Source: an optimization exercise on an open RTL-to-GDS flow (aim: small area, a short achievable clock period and few clock cycles per item). Production flows keep margins and buffers that such runs may drop. No functional check of the RTL was part of this run.

[design/flow/config.mk]
export PLATFORM = sky130hd
export DESIGN_NAME = timer_multiplexer_min_heap_core
export DESIGN_NICKNAME = timer_multiplexer_min_heap_core
export VERILOG_FILES = /design/flow/design.v
export SDC_FILE = /design/flow/constraint.sdc
export NUM_CORES = 4
export LEC_CHECK = 0
export ABC_CLOCK_PERIOD_IN_PS = 4000
export CAP_MARGIN = 20
export CORE_MARGIN = 2
export CORE_UTILIZATION = 65
export PLACE_DENSITY = 0.8
export SETUP_SLACK_MARGIN = 2.5
export SLEW_MARGIN = 20
[design/flow/constraint.sdc]
create_clock -name core_clock -period 7.0 [get_ports {clk}]
set_input_delay 1.4000 -clock core_clock [delete_from_list [all_inputs] [get_ports {clk}]]
set_output_delay 1.4000 -clock core_clock [all_outputs]
set_load 0.01 [all_outputs]
[design/flow/design.v]
    localparam SLOTS  = 16;
    localparam EW     = 33;      
    localparam logic       OP_ARM    = 1'b0;
    localparam logic       OP_EXPIRE = 1'b1;
    localparam logic [2:0] KIND_FIRE     = 3'd0;
    localparam logic [2:0] KIND_PROGRAM  = 3'd1;
    localparam logic [2:0] KIND_ACCEPTED = 3'd2;
    localparam logic [2:0] KIND_REJECTED = 3'd3;
    localparam logic [2:0] KIND_IDLE     = 3'd4;
module tmmh_front (
    input  logic           clk,
    input  logic           rst_n,
    input  logic           req_valid,
    output logic           req_ready,
    input  logic [40:0]    req_bits,
    input  logic [47:0]    now,
    input  logic [31:0]    pd,
    input  logic           adv,           
    input  logic           take,          
    input  logic           ready_next,    
    output logic           f_valid,
    output logic           f_arm,
    output logic [32:0]    f_exp,         
    output logic           f_sat,         
    output logic [7:0]     f_handle
);
    localparam SLOTS  = 16;
    localparam EW     = 33;      
    localparam logic       OP_ARM    = 1'b0;
    localparam logic       OP_EXPIRE = 1'b1;
    localparam logic [2:0] KIND_FIRE     = 3'd0;
    localparam logic [2:0] KIND_PROGRAM  = 3'd1;
    localparam logic [2:0] KIND_ACCEPTED = 3'd2;
    localparam logic [2:0] KIND_REJECTED = 3'd3;
    localparam logic [2:0] KIND_IDLE     = 3'd4;
    logic        valid_reg;
    logic        ready_reg;
    logic        arm_reg;
    logic [47:0] exp_reg;
    logic        sat_reg;
    logic [7:0]  handle_reg;
    logic        push;
    logic [48:0] in_sum;
    logic [48:0] adv_sum;
    assign req_ready = ready_reg;
    assign push      = req_valid && ready_reg;
    assign in_sum    = {1'b0, now} + {17'd0, req_bits[39:8]};
    assign adv_sum   = {1'b0, exp_reg} + {17'd0, pd};
    always_ff @(posedge clk or negedge rst_n)
    begin
        if (!rst_n)
        begin
            valid_reg <= 1'b0;
            ready_reg <= 1'b0;
        end
        else
        begin
            if (push)
                valid_reg <= 1'b1;
            else if (take)
                valid_reg <= 1'b0;
            ready_reg <= ready_next;
        end
    end
    always_ff @(posedge clk)
    begin
        if (push)
        begin
            arm_reg    <= (req_bits[40] == OP_ARM);
            exp_reg    <= in_sum[47:0];
            sat_reg    <= in_sum[48];
            handle_reg <= req_bits[7:0];
        end
        else if (adv)
        begin
            exp_reg    <= adv_sum[47:0];
            sat_reg    <= sat_reg || adv_sum[48];
        end
    end
    assign f_valid  = valid_reg;
    assign f_arm    = arm_reg;
    assign f_exp    = exp_reg[32:0];
    assign f_sat    = sat_reg;
    assign f_handle = handle_reg;
endmodule
module tmmh_back (
    input  logic           clk,
    input  logic           rst_n,
    input  logic           f_valid,
    input  logic           f_arm,
    input  logic [32:0]    f_exp,
    input  logic           f_sat,
    input  logic [7:0]     f_handle,
    input  logic           push,
    output logic           take,
    output logic           adv,
    output logic           ready_next,
    output logic [47:0]    now,
    output logic [31:0]    pd,
    output logic           rsp_valid,
    input  logic           rsp_ready,
    output logic [43:0]    rsp_bits
);
    localparam SLOTS  = 16;
    localparam EW     = 33;      
    localparam logic       OP_ARM    = 1'b0;
    localparam logic       OP_EXPIRE = 1'b1;
    localparam logic [2:0] KIND_FIRE     = 3'd0;
    localparam logic [2:0] KIND_PROGRAM  = 3'd1;
    localparam logic [2:0] KIND_ACCEPTED = 3'd2;
    localparam logic [2:0] KIND_REJECTED = 3'd3;
    localparam logic [2:0] KIND_IDLE     = 3'd4;
    function automatic logic le33(input logic [32:0] se, input logic [32:0] e);
        logic [31:0] lt1, gt1;
        logic [15:0] lt2, gt2;
        logic [7:0]  lt3, gt3;
        logic [3:0]  lt4, gt4;
        logic [1:0]  lt5, gt5;
        logic        lt6;
        lt1 = ~e[31:0] & se[31:0];
        gt1 = e[31:0] & ~se[31:0];
        for (int i = 0; i < 16; i++)
        begin
            lt2[i] = lt1[2*i+1] | (~gt1[2*i+1] & lt1[2*i]);
            gt2[i] = gt1[2*i+1] | (~lt1[2*i+1] & gt1[2*i]);
        end
        for (int i = 0; i < 8; i++)
        begin
            lt3[i] = lt2[2*i+1] | (~gt2[2*i+1] & lt2[2*i]);
            gt3[i] = gt2[2*i+1] | (~lt2[2*i+1] & gt2[2*i]);
        end
        for (int i = 0; i < 4; i++)
        begin
            lt4[i] = lt3[2*i+1] | (~gt3[2*i+1] & lt3[2*i]);
            gt4[i] = gt3[2*i+1] | (~lt3[2*i+1] & gt3[2*i]);
        end
        for (int i = 0; i < 2; i++)
        begin
            lt5[i] = lt4[2*i+1] | (~gt4[2*i+1] & lt4[2*i]);
            gt5[i] = gt4[2*i+1] | (~lt4[2*i+1] & gt4[2*i]);
        end
        lt6  = lt5[1] | (~gt5[1] & lt5[0]);
        le33 = !(e[32] ^ se[32] ^ lt6);
    endfunction
    logic [SLOTS-1:0] v_reg, v_next;
    logic [EW-1:0]    se_reg [0:SLOTS-1];
    logic [7:0]       sh_reg [0:SLOTS-1];
    logic             c_valid_reg, c_valid_next;
    logic             c_arm_reg;
    logic [EW-1:0]    c_exp_reg;
    logic             c_sat_reg;
    logic [7:0]       c_handle_reg;
    logic [SLOTS-1:0] le_reg, le_next;    
    logic          [47:0] now_reg, now_next;
    logic          [31:0] pd_reg, pd_next;
    logic          pop_reg, pop_next;      
    logic          fin_reg, fin_next;      
    logic          rsp_valid_reg, rsp_valid_next;
    logic [43:0]   rsp_reg;
    logic          skid_valid_reg, skid_valid_next;
    logic [43:0]   skid_reg;
    logic          out_valid;              
    logic [43:0]   out_bits;
    logic          go;
    logic          do_arm, do_rej, exp_first, exp_empty, do_pop, do_fin;
    logic          pop_done, c_done;
    logic [EW-1:0] arm_exp;
    logic [31:0]   arm_diff;
    logic [31:0]   arm_delay;
    logic          head_eq;
    logic          arm_first;
    logic [48:0]   exp_sum;
    logic          tie;
    logic [EW-1:0] next_diff;
    logic [31:0]   next_delay;
    logic [SLOTS-1:0] f_le;
    logic             f_le_new;
    assign go        = c_valid_reg && !skid_valid_reg;
    assign arm_exp   = c_sat_reg ? {EW{1'b1}} : c_exp_reg;
    assign arm_diff  = c_exp_reg[31:0] - now_reg[31:0];
    assign arm_delay = c_sat_reg ? ~now_reg[31:0] : arm_diff;
    assign head_eq   = (se_reg[0] == arm_exp);
    assign arm_first = !le_reg[0] || head_eq;
    assign exp_sum    = {1'b0, now_reg} + {17'd0, pd_reg};
    assign tie        = v_reg[1] && (se_reg[1] == se_reg[0]);
    assign next_diff  = se_reg[1] - se_reg[0];
    assign next_delay = next_diff[31:0];
    assign do_arm    = go &&  c_arm_reg && !v_reg[SLOTS-1];
    assign do_rej    = go &&  c_arm_reg &&  v_reg[SLOTS-1];
    assign exp_first = go && !c_arm_reg && !pop_reg && !fin_reg;
    assign exp_empty = exp_first && !v_reg[0];
    assign do_pop    = go && !c_arm_reg && !fin_reg && v_reg[0];
    assign do_fin    = go && !c_arm_reg && fin_reg;
    assign pop_done  = do_pop && (sh_reg[0] == 8'd0) && !tie;
    assign c_done    = do_arm || do_rej || exp_empty || do_fin || pop_done;
    assign take      = f_valid && (!c_valid_reg || (c_done && !exp_first));
    assign adv       = exp_first;
    assign now       = now_reg;
    assign pd        = pd_reg;
    always_comb
    begin
        now_next  = now_reg;
        pd_next   = pd_reg;
        pop_next  = pop_reg;
        fin_next  = fin_reg;
        out_valid = 1'b0;
        out_bits  = {KIND_IDLE, 8'd0, 32'd0, 1'b1};
        if (exp_first)
            now_next = exp_sum[48] ? 48'hFFFF_FFFF_FFFF : exp_sum[47:0];
        if (do_rej)
        begin
            out_valid = 1'b1;
            out_bits  = {KIND_REJECTED, 8'd0, 32'd0, 1'b1};
        end
        if (do_arm)
        begin
            out_valid = 1'b1;
            if (arm_first)
            begin
                pd_next  = arm_delay;
                out_bits = {KIND_PROGRAM, 8'd0, arm_delay, 1'b1};
            end
            else
                out_bits = {KIND_ACCEPTED, 8'd0, 32'd0, 1'b1};
        end
        if (exp_empty)
            out_valid = 1'b1;
        if (do_pop)
        begin
            pop_next = tie;
            if (!tie && v_reg[1])
                pd_next = next_delay;
            if (sh_reg[0] != 8'd0)
            begin
                fin_next  = !tie;
                out_valid = 1'b1;
                out_bits  = {KIND_FIRE, sh_reg[0], 32'd0, 1'b0};
            end
            else if (!tie)
            begin
                out_valid = 1'b1;
                if (v_reg[1])
                    out_bits = {KIND_PROGRAM, 8'd0, next_delay, 1'b1};
            end
        end
        if (do_fin)
        begin
            fin_next  = 1'b0;
            out_valid = 1'b1;
            if (v_reg[0])
                out_bits = {KIND_PROGRAM, 8'd0, pd_reg, 1'b1};
        end
    end
    genvar g;
    generate
        for (g = 0; g < SLOTS; g = g + 1)
        begin : g_cmp
            assign f_le[g] = f_sat || le33(se_reg[g], f_exp);
        end
    endgenerate
    assign f_le_new = f_sat || le33(arm_exp, f_exp);
    generate
        for (g = 0; g < SLOTS; g = g + 1)
        begin : g_slot
            logic          ins_here, from_below;
            logic          v_up, v_dn;
            logic          le_up, le_dn;
            logic [EW-1:0] se_up, se_dn;
            logic [7:0]    sh_up, sh_dn;
            if (g == 0)
            begin : g_first
                assign ins_here   = !le_reg[0];
                assign from_below = 1'b0;
                assign v_up       = 1'b0;
                assign le_up      = 1'b0;
                assign se_up      = '0;
                assign sh_up      = '0;
            end
            else
            begin : g_rest
                assign ins_here   = le_reg[g-1] && !le_reg[g];
                assign from_below = !le_reg[g-1];
                assign v_up       = v_reg[g-1];
                assign le_up      = f_le[g-1];
                assign se_up      = se_reg[g-1];
                assign sh_up      = sh_reg[g-1];
            end
            if (g == SLOTS - 1)
            begin : g_last
                assign v_dn  = 1'b0;
                assign le_dn = 1'b0;
                assign se_dn = se_reg[g];
                assign sh_dn = sh_reg[g];
            end
            else
            begin : g_inner
                assign v_dn  = v_reg[g+1];
                assign le_dn = f_le[g+1];
                assign se_dn = se_reg[g+1];
                assign sh_dn = sh_reg[g+1];
            end
            always_comb
            begin
                v_next[g]  = v_reg[g];
                le_next[g] = f_le[g];
                if (do_arm)
                begin
                    if (ins_here)
                    begin
                        v_next[g]  = 1'b1;
                        le_next[g] = f_le_new;
                    end
                    else if (from_below)
                    begin
                        v_next[g]  = v_up;
                        le_next[g] = le_up;
                    end
                end
                else if (do_pop)
                begin
                    v_next[g]  = v_dn;
                    le_next[g] = le_dn;
                end
                le_next[g] = le_next[g] && v_next[g];
            end
            always_ff @(posedge clk)
            begin
                if (do_arm)
                begin
                    if (ins_here)
                    begin
                        se_reg[g] <= arm_exp;
                        sh_reg[g] <= c_handle_reg;
                    end
                    else if (from_below)
                    begin
                        se_reg[g] <= se_up;
                        sh_reg[g] <= sh_up;
                    end
                end
                else if (do_pop)
                begin
                    se_reg[g] <= se_dn;
                    sh_reg[g] <= sh_dn;
                end
            end
        end
    endgenerate
    always_comb
    begin
        rsp_valid_next  = rsp_valid_reg;
        skid_valid_next = skid_valid_reg;
        if (!rsp_valid_reg || rsp_ready)
        begin
            rsp_valid_next  = skid_valid_reg || out_valid;
            skid_valid_next = 1'b0;
        end
        else if (out_valid)
            skid_valid_next = 1'b1;
    end
    logic f_valid_next, c_arm_next, room_next, exp_first_next, c_ends_next;
    assign c_valid_next   = take || (c_valid_reg && !c_done);
    assign c_arm_next     = take ? f_arm : c_arm_reg;
    assign f_valid_next   = push || (f_valid && !take);
    assign room_next      = !skid_valid_next;
    assign exp_first_next = room_next && c_valid_next && !c_arm_next &&
                            !pop_next && !fin_next;
    assign c_ends_next    = !c_valid_next || (room_next && (c_arm_next || fin_next));
    assign ready_next     = !exp_first_next && (!f_valid_next || c_ends_next);
    assign rsp_valid = rsp_valid_reg;
    assign rsp_bits  = rsp_reg;
    always_ff @(posedge clk or negedge rst_n)
    begin
        if (!rst_n)
        begin
            v_reg          <= '0;
            c_valid_reg    <= 1'b0;
            now_reg        <= '0;
            pd_reg         <= '0;
            pop_reg        <= 1'b0;
            fin_reg        <= 1'b0;
            rsp_valid_reg  <= 1'b0;
            skid_valid_reg <= 1'b0;
        end
        else
        begin
            v_reg          <= v_next;
            c_valid_reg    <= c_valid_next;
            now_reg        <= now_next;
            pd_reg         <= pd_next;
            pop_reg        <= pop_next;
            fin_reg        <= fin_next;
            rsp_valid_reg  <= rsp_valid_next;
            skid_valid_reg <= skid_valid_next;
        end
    end
    always_ff @(posedge clk)
    begin
        if (take)
        begin
            c_arm_reg    <= f_arm;
            c_exp_reg    <= f_exp;
            c_sat_reg    <= f_sat;
            c_handle_reg <= f_handle;
            le_reg       <= le_next;
        end
        if (!rsp_valid_reg || rsp_ready)
            rsp_reg <= skid_valid_reg ? skid_reg : out_bits;
        if (!skid_valid_reg)
            skid_reg <= out_bits;
    end
endmodule
module timer_multiplexer_min_heap_core (
    input  logic        clk,
    input  logic        rst_n,
    input  logic        req_valid,
    output logic        req_ready,
    input  logic        req_operation,
    input  logic [31:0] req_timeout,
    input  logic [7:0]  req_callback_handle,
    output logic        rsp_valid,
    input  logic        rsp_ready,
    output logic [2:0]  rsp_kind,
    output logic [7:0]  rsp_fired_handle,
    output logic [31:0] rsp_delay_ms,
    output logic        rsp_last
);
    logic        f_valid;
    logic        f_arm;
    logic [32:0] f_exp;
    logic        f_sat;
    logic [7:0]  f_handle;
    logic        take;
    logic        adv;
    logic        ready_next;
    logic        push;
    logic [47:0] now;
    logic [31:0] pd;
    logic [40:0] req;
    logic [43:0] rsp;
    assign req  = {req_operation, req_timeout, req_callback_handle};
    assign push = req_valid && req_ready;
    assign {rsp_kind, rsp_fired_handle, rsp_delay_ms, rsp_last} = rsp;
    tmmh_front u_front (
        .clk        (clk),
        .rst_n      (rst_n),
        .req_valid  (req_valid),
        .req_ready  (req_ready),
        .req_bits   (req),
        .now        (now),
        .pd         (pd),
        .adv        (adv),
        .take       (take),
        .ready_next (ready_next),
        .f_valid    (f_valid),
        .f_arm      (f_arm),
        .f_exp      (f_exp),
        .f_sat      (f_sat),
        .f_handle   (f_handle)
    );
    tmmh_back u_back (
        .clk        (clk),
        .rst_n      (rst_n),
        .f_valid    (f_valid),
        .f_arm      (f_arm),
        .f_exp      (f_exp),
        .f_sat      (f_sat),
        .f_handle   (f_handle),
        .push       (push),
        .take       (take),
        .adv        (adv),
        .ready_next (ready_next),
        .now        (now),
        .pd         (pd),
        .rsp_valid  (rsp_valid),
        .rsp_ready  (rsp_ready),
        .rsp_bits   (rsp)
    );
endmodule
[design/flow/run.sh]
#!/bin/bash
# synth_recipe.tcl (not shown) runs the flow's synth.tcl, then flattens the netlist and writes it again
# the make line also repeats each setting of config.mk as NAME=value (left out here)
make -C /OpenROAD-flow-scripts/flow DESIGN_CONFIG=/design/flow/config.mk WORK_HOME=/design/flow/orfs CLKGATE_MAP_FILE= SYNTH_SCRIPT=/design/flow/synth_recipe.tcl finish
==> impl_metrics.csv <==
group,metric,value,unit
outcome,status,"timing/DRC/antenna clean",
layout,layout-drive-gt1-share,0.0587,
grt,track_usage,0.383,
cts,holdBufCountCts,0,
grt,antenna_found_initial,3,
die,die_h,320,um
timing,fin_ws,2.57,ns
setup_path,cp-end-kind,"register",
timing,max_freq,226,MHz
die,core_area,98600,sq um
setup_path,worstPathRequired,7.53,ns
synth,synth_xor_area_frac,0.0295,
synth,synth_compound_area_frac,0.248,
run,maxCapViolations,0,
synth,syn_inst,7553,
setup_path,slowest_stage,"a211oi_1",
cts,clk_latency,0.73,ns
die,start_util,0.657,
die,io_pins,91,
detailed_routing,via_count,60000,
placed_design,gp_congestion,0.988,
setup_path,r2r.worst_path.cells,12,
layout,stdcell_area,70500,sq um
setup_path,path_delay_family,"compound AO/OA/AOI/OAI gates",
setup_path,cp-start-kind,"register",
worst_hold_path,hold_depth,0,
layout,fillCellCount,7557,
layout,syn2layout_area_growth,8.89,%
synth,synth-main-ff-cell,"edfxtp_1",
detailed_routing,routed_via_density,6.83,
placed_design,hpwl,141000,um
layout,utilization,0.715,
detailed_routing,drt_iter0_drc,8251,
cts,tritoncts,"built",
die,die_area,102000,sq um
timing,period_share,0.633,
cts,ctsLongestPathBuffers,3,
setup_path,crit_type,"reg -> reg",
synth,postSynth.asyncResetShare,0.107,
timing,slew_violations,0,
setup_path,path_cells,"buf_4 -> nor2b_1 -> maj3_1 -> maj3_1 -> maj3_1 -> o2111ai_1 -> a2111oi_0 -> a211oi_1 -> o21ai_0 -> xnor2_1 -> a211o_1 -> a221oi_1",
synth,synth.mux.area_fraction,0.0275,
cts,htree_levels,3,
timing,slew_headroom,0.226,
detailed_routing,totalWireLength,202000,um
synth,synth_edf_count,816,
synth,syn-num-nets,7762,
setup_path,path_buf_inv,1,
setup_path,cp.arrival,4.96,ns
timing,rsz0062_at_grt,"false",
synth,netlist_area,64700,sq um
timing,period_needed,4.43,ns
timing,report.final.hold_viol_count,0,
detailed_routing,wl_per_cell,23.0,um
cts,clk_pin_slew,0.06,ns
setup_path,worst_path_most_repeated_cell,"maj3_1",
synth,synth_top_family_by_area,"compound AO/OA/AOI/OAI gates",
detailed_routing,drtPass1Iterations,8,
synth,synth.distinct_cells,93,
grt,overflow,0,
detailed_routing,drtAntennaViolNets,0,
placed_design,dp_cells,8569,
cts,numCtsBuffers,105,
synth,yosys.area_share.simple,0.160,
die,rows,115,
synth,synthAdderAreaFrac,0.0575,
setup_path,crit_cells,12,
placed_design,portBuffers,90,
worst_hold_path,worst_hold_path_type,"reg -> reg",
die,die_x,320,um
setup_path,max_stage_delay,0.58,ns
layout,largest_register_ffs,528,
synth,synth-seq-cells,964,
placed_design,pre_cts_ws,1.48,ns
grt,grt_pass1_vias,56200,
timing,fin_skew,0.0244,ns
placed_design,dpl_cell_area,66700,sq um
synth,yosysWarnings,4,
cts,cts_root_buffer,"clkbuf_16",
setup_path,path_max_fanout,18,
timing,whs,0.417,ns
cts,numClockSinks,964,
layout,fin_cells,8779,
grt,grt_max_degree,194,
detailed_routing,drc,0,
grt,grt_pass1_wl,312000,um
timing,worst_slew_pin_slew,1.16,ns
timing,finalSetupViolCount,0,
synth,ys_seq_area_frac,0.432,
timing,setup_tns,0,ns
layout,fin_nets,7612,
synth,synth.avg_cell_area,8.57,sq um
-- metal layers --
| metal | wire length [um] | GRT usage | share of wire |
|---|---|---|---|
| met1 | 79400 | 0.506 | 0.39 |
| met2 | 94400 | 0.620 | 0.47 |
| met3 | 19100 | 0.0649 | 0.094 |
| met4 | 9500 | 0.177 | 0.047 |
| met5 | 0 | 0 | 0 |
-- synthesized netlist by cell type (103+ instances only) --
cell type  number  area (sq um)
nor2_1        748          2810
a21oi_1       784          3920
dfrtp_1       103          2580
inv_1         256           961
ha_1          159          1990
mux2i_1       160          1600
edfxtp_1      816         24500
xnor2_1       138          1210
maj3_1        155          1550
nand2b_1      125           782
nor2b_1       106           663
nand2_1      1071          4020
o21ai_0      1069          5350
clkbuf_1      451          1690
a21o_1        140          1050
-- logic make-up (layout without fill, tap and decap cells) --
family	after synthesis	in the layout
buffers and inverters	771	708
and+or+nand+nor	2392	2393
DFF	964	964
AOI/OAI and AO/OA	2706	2706
adders and majority gates	326	326
xor gates and xnor gates	218	218
muxes	176	176
other	0	1
-- path summary, 6_finish.rpt --
check / start / endpoint / slack [ns]
setup / recovery: u_front.exp_reg[0] / u_back.le_reg[13] / 2.57
hold / removal: u_front.handle_reg[2] / u_back.c_handle_reg[2] / 0.42
setup reg to reg: u_front.exp_reg[0] / u_back.le_reg[13] / 2.57
hold reg to reg: u_front.handle_reg[2] / u_back.c_handle_reg[2] / 0.42
max in group asynchronous: rst_n / u_back.now_reg[6] / 4.99
min in group asynchronous: rst_n / u_back.now_reg[43] / 0.69
-- placed cells by master, fill, tap and decap left out, types with 27 or more instances in the layout --
master / Yosys / final
inv_1: 256 / 252
nor3_1: 63 / 63
nand2b_1: 125 / 110
o211ai_1: 36 / 36
xnor2_1: 138 / 138
and3_1: 32 / 32
dfxtp_1: 45 / 45
a211oi_1: 35 / 34
nor2b_1: 106 / 106
nand2_1: 1071 / 1063
a31oi_1: 78 / 70
o221ai_1: 29 / 29
ha_1: 159 / 159
a22oi_1: 64 / 64
xor2_1: 80 / 80
nor2_1: 748 / 738
nand3_1: 66 / 65
o21ai_0: 1069 / 1065
clkdlybuf4s50_1: 0 / 89
mux2i_1: 160 / 159
a221oi_1: 29 / 29
dfrtp_1: 103 / 102
a21o_1: 140 / 139
o21a_1: 48 / 48
o31ai_1: 51 / 51
o22ai_1: 68 / 67
edfxtp_1: 816 / 816
maj3_1: 155 / 155
clkbuf_16: 0 / 108
clkinv_1: 9 / 27
a21oi_1: 784 / 779
nand4_1: 33 / 33
buf_4: 1 / 136
-- worst register-to-register path, stage by stage (launching register included) --
cell,delay (ns)
edfxtp_1,0.39
buf_4,0.27
nor2b_1,0.10
maj3_1,0.36
maj3_1,0.36
maj3_1,0.39
o2111ai_1,0.32
a2111oi_0,0.21
a211oi_1,0.58
o21ai_0,0.41
xnor2_1,0.30
a211o_1,0.31
a221oi_1,0.24
-- layout make-up --
type                    instances  area (sq um)  share of cell area
repair buffers                239          2160              0.0306
multi-input cells            5819         34200               0.485
clock inverters                60           632             0.00896
clock buffers                 135          2830              0.0402
repair inverters                1          5.00           0.0000710
flip-flops and latches        964         28000               0.397
well taps                    1287          1610              0.0228
diodes                          1          2.50           0.0000355
inverters                     273          1040              0.0148
-- timing repair --
action	CTS	global route
pin swaps	1	3
resized for setup	8	29
setup endpoints to repair	27	220
gates cloned	2	1
setup buffers	4	7

==> afterwards: timing with drivers on the ports <==
The flow's constraints put no driver on any port. The routed layout listed below was extracted and timed again, unchanged, in two steps. Step 1 (the two cells are an assumption about what drives the block):
set clk [get_ports {clk}]
set_driving_cell -lib_cell sky130_fd_sc_hd__clkbuf_16 $clk
set_driving_cell -lib_cell sky130_fd_sc_hd__buf_2 [delete_from_list [all_inputs] $clk]
Step 2 also shifts input and output timing later by t, the mid clock arrival at the registers, as if the neighbouring blocks saw the same clock. a / b / c = no drivers / after step 1 / after step 2; a / b = the first two.
t (ns): 0.794
setup slack, ns: 2.571 / 2.571 / 1.897
latest minus earliest clock arrival (ns): 0.025 / 0.025
After both steps this run still meets setup and hold. The setup slack of this run moves by 0.000 ns with the drivers and by -0.674 ns with both steps.
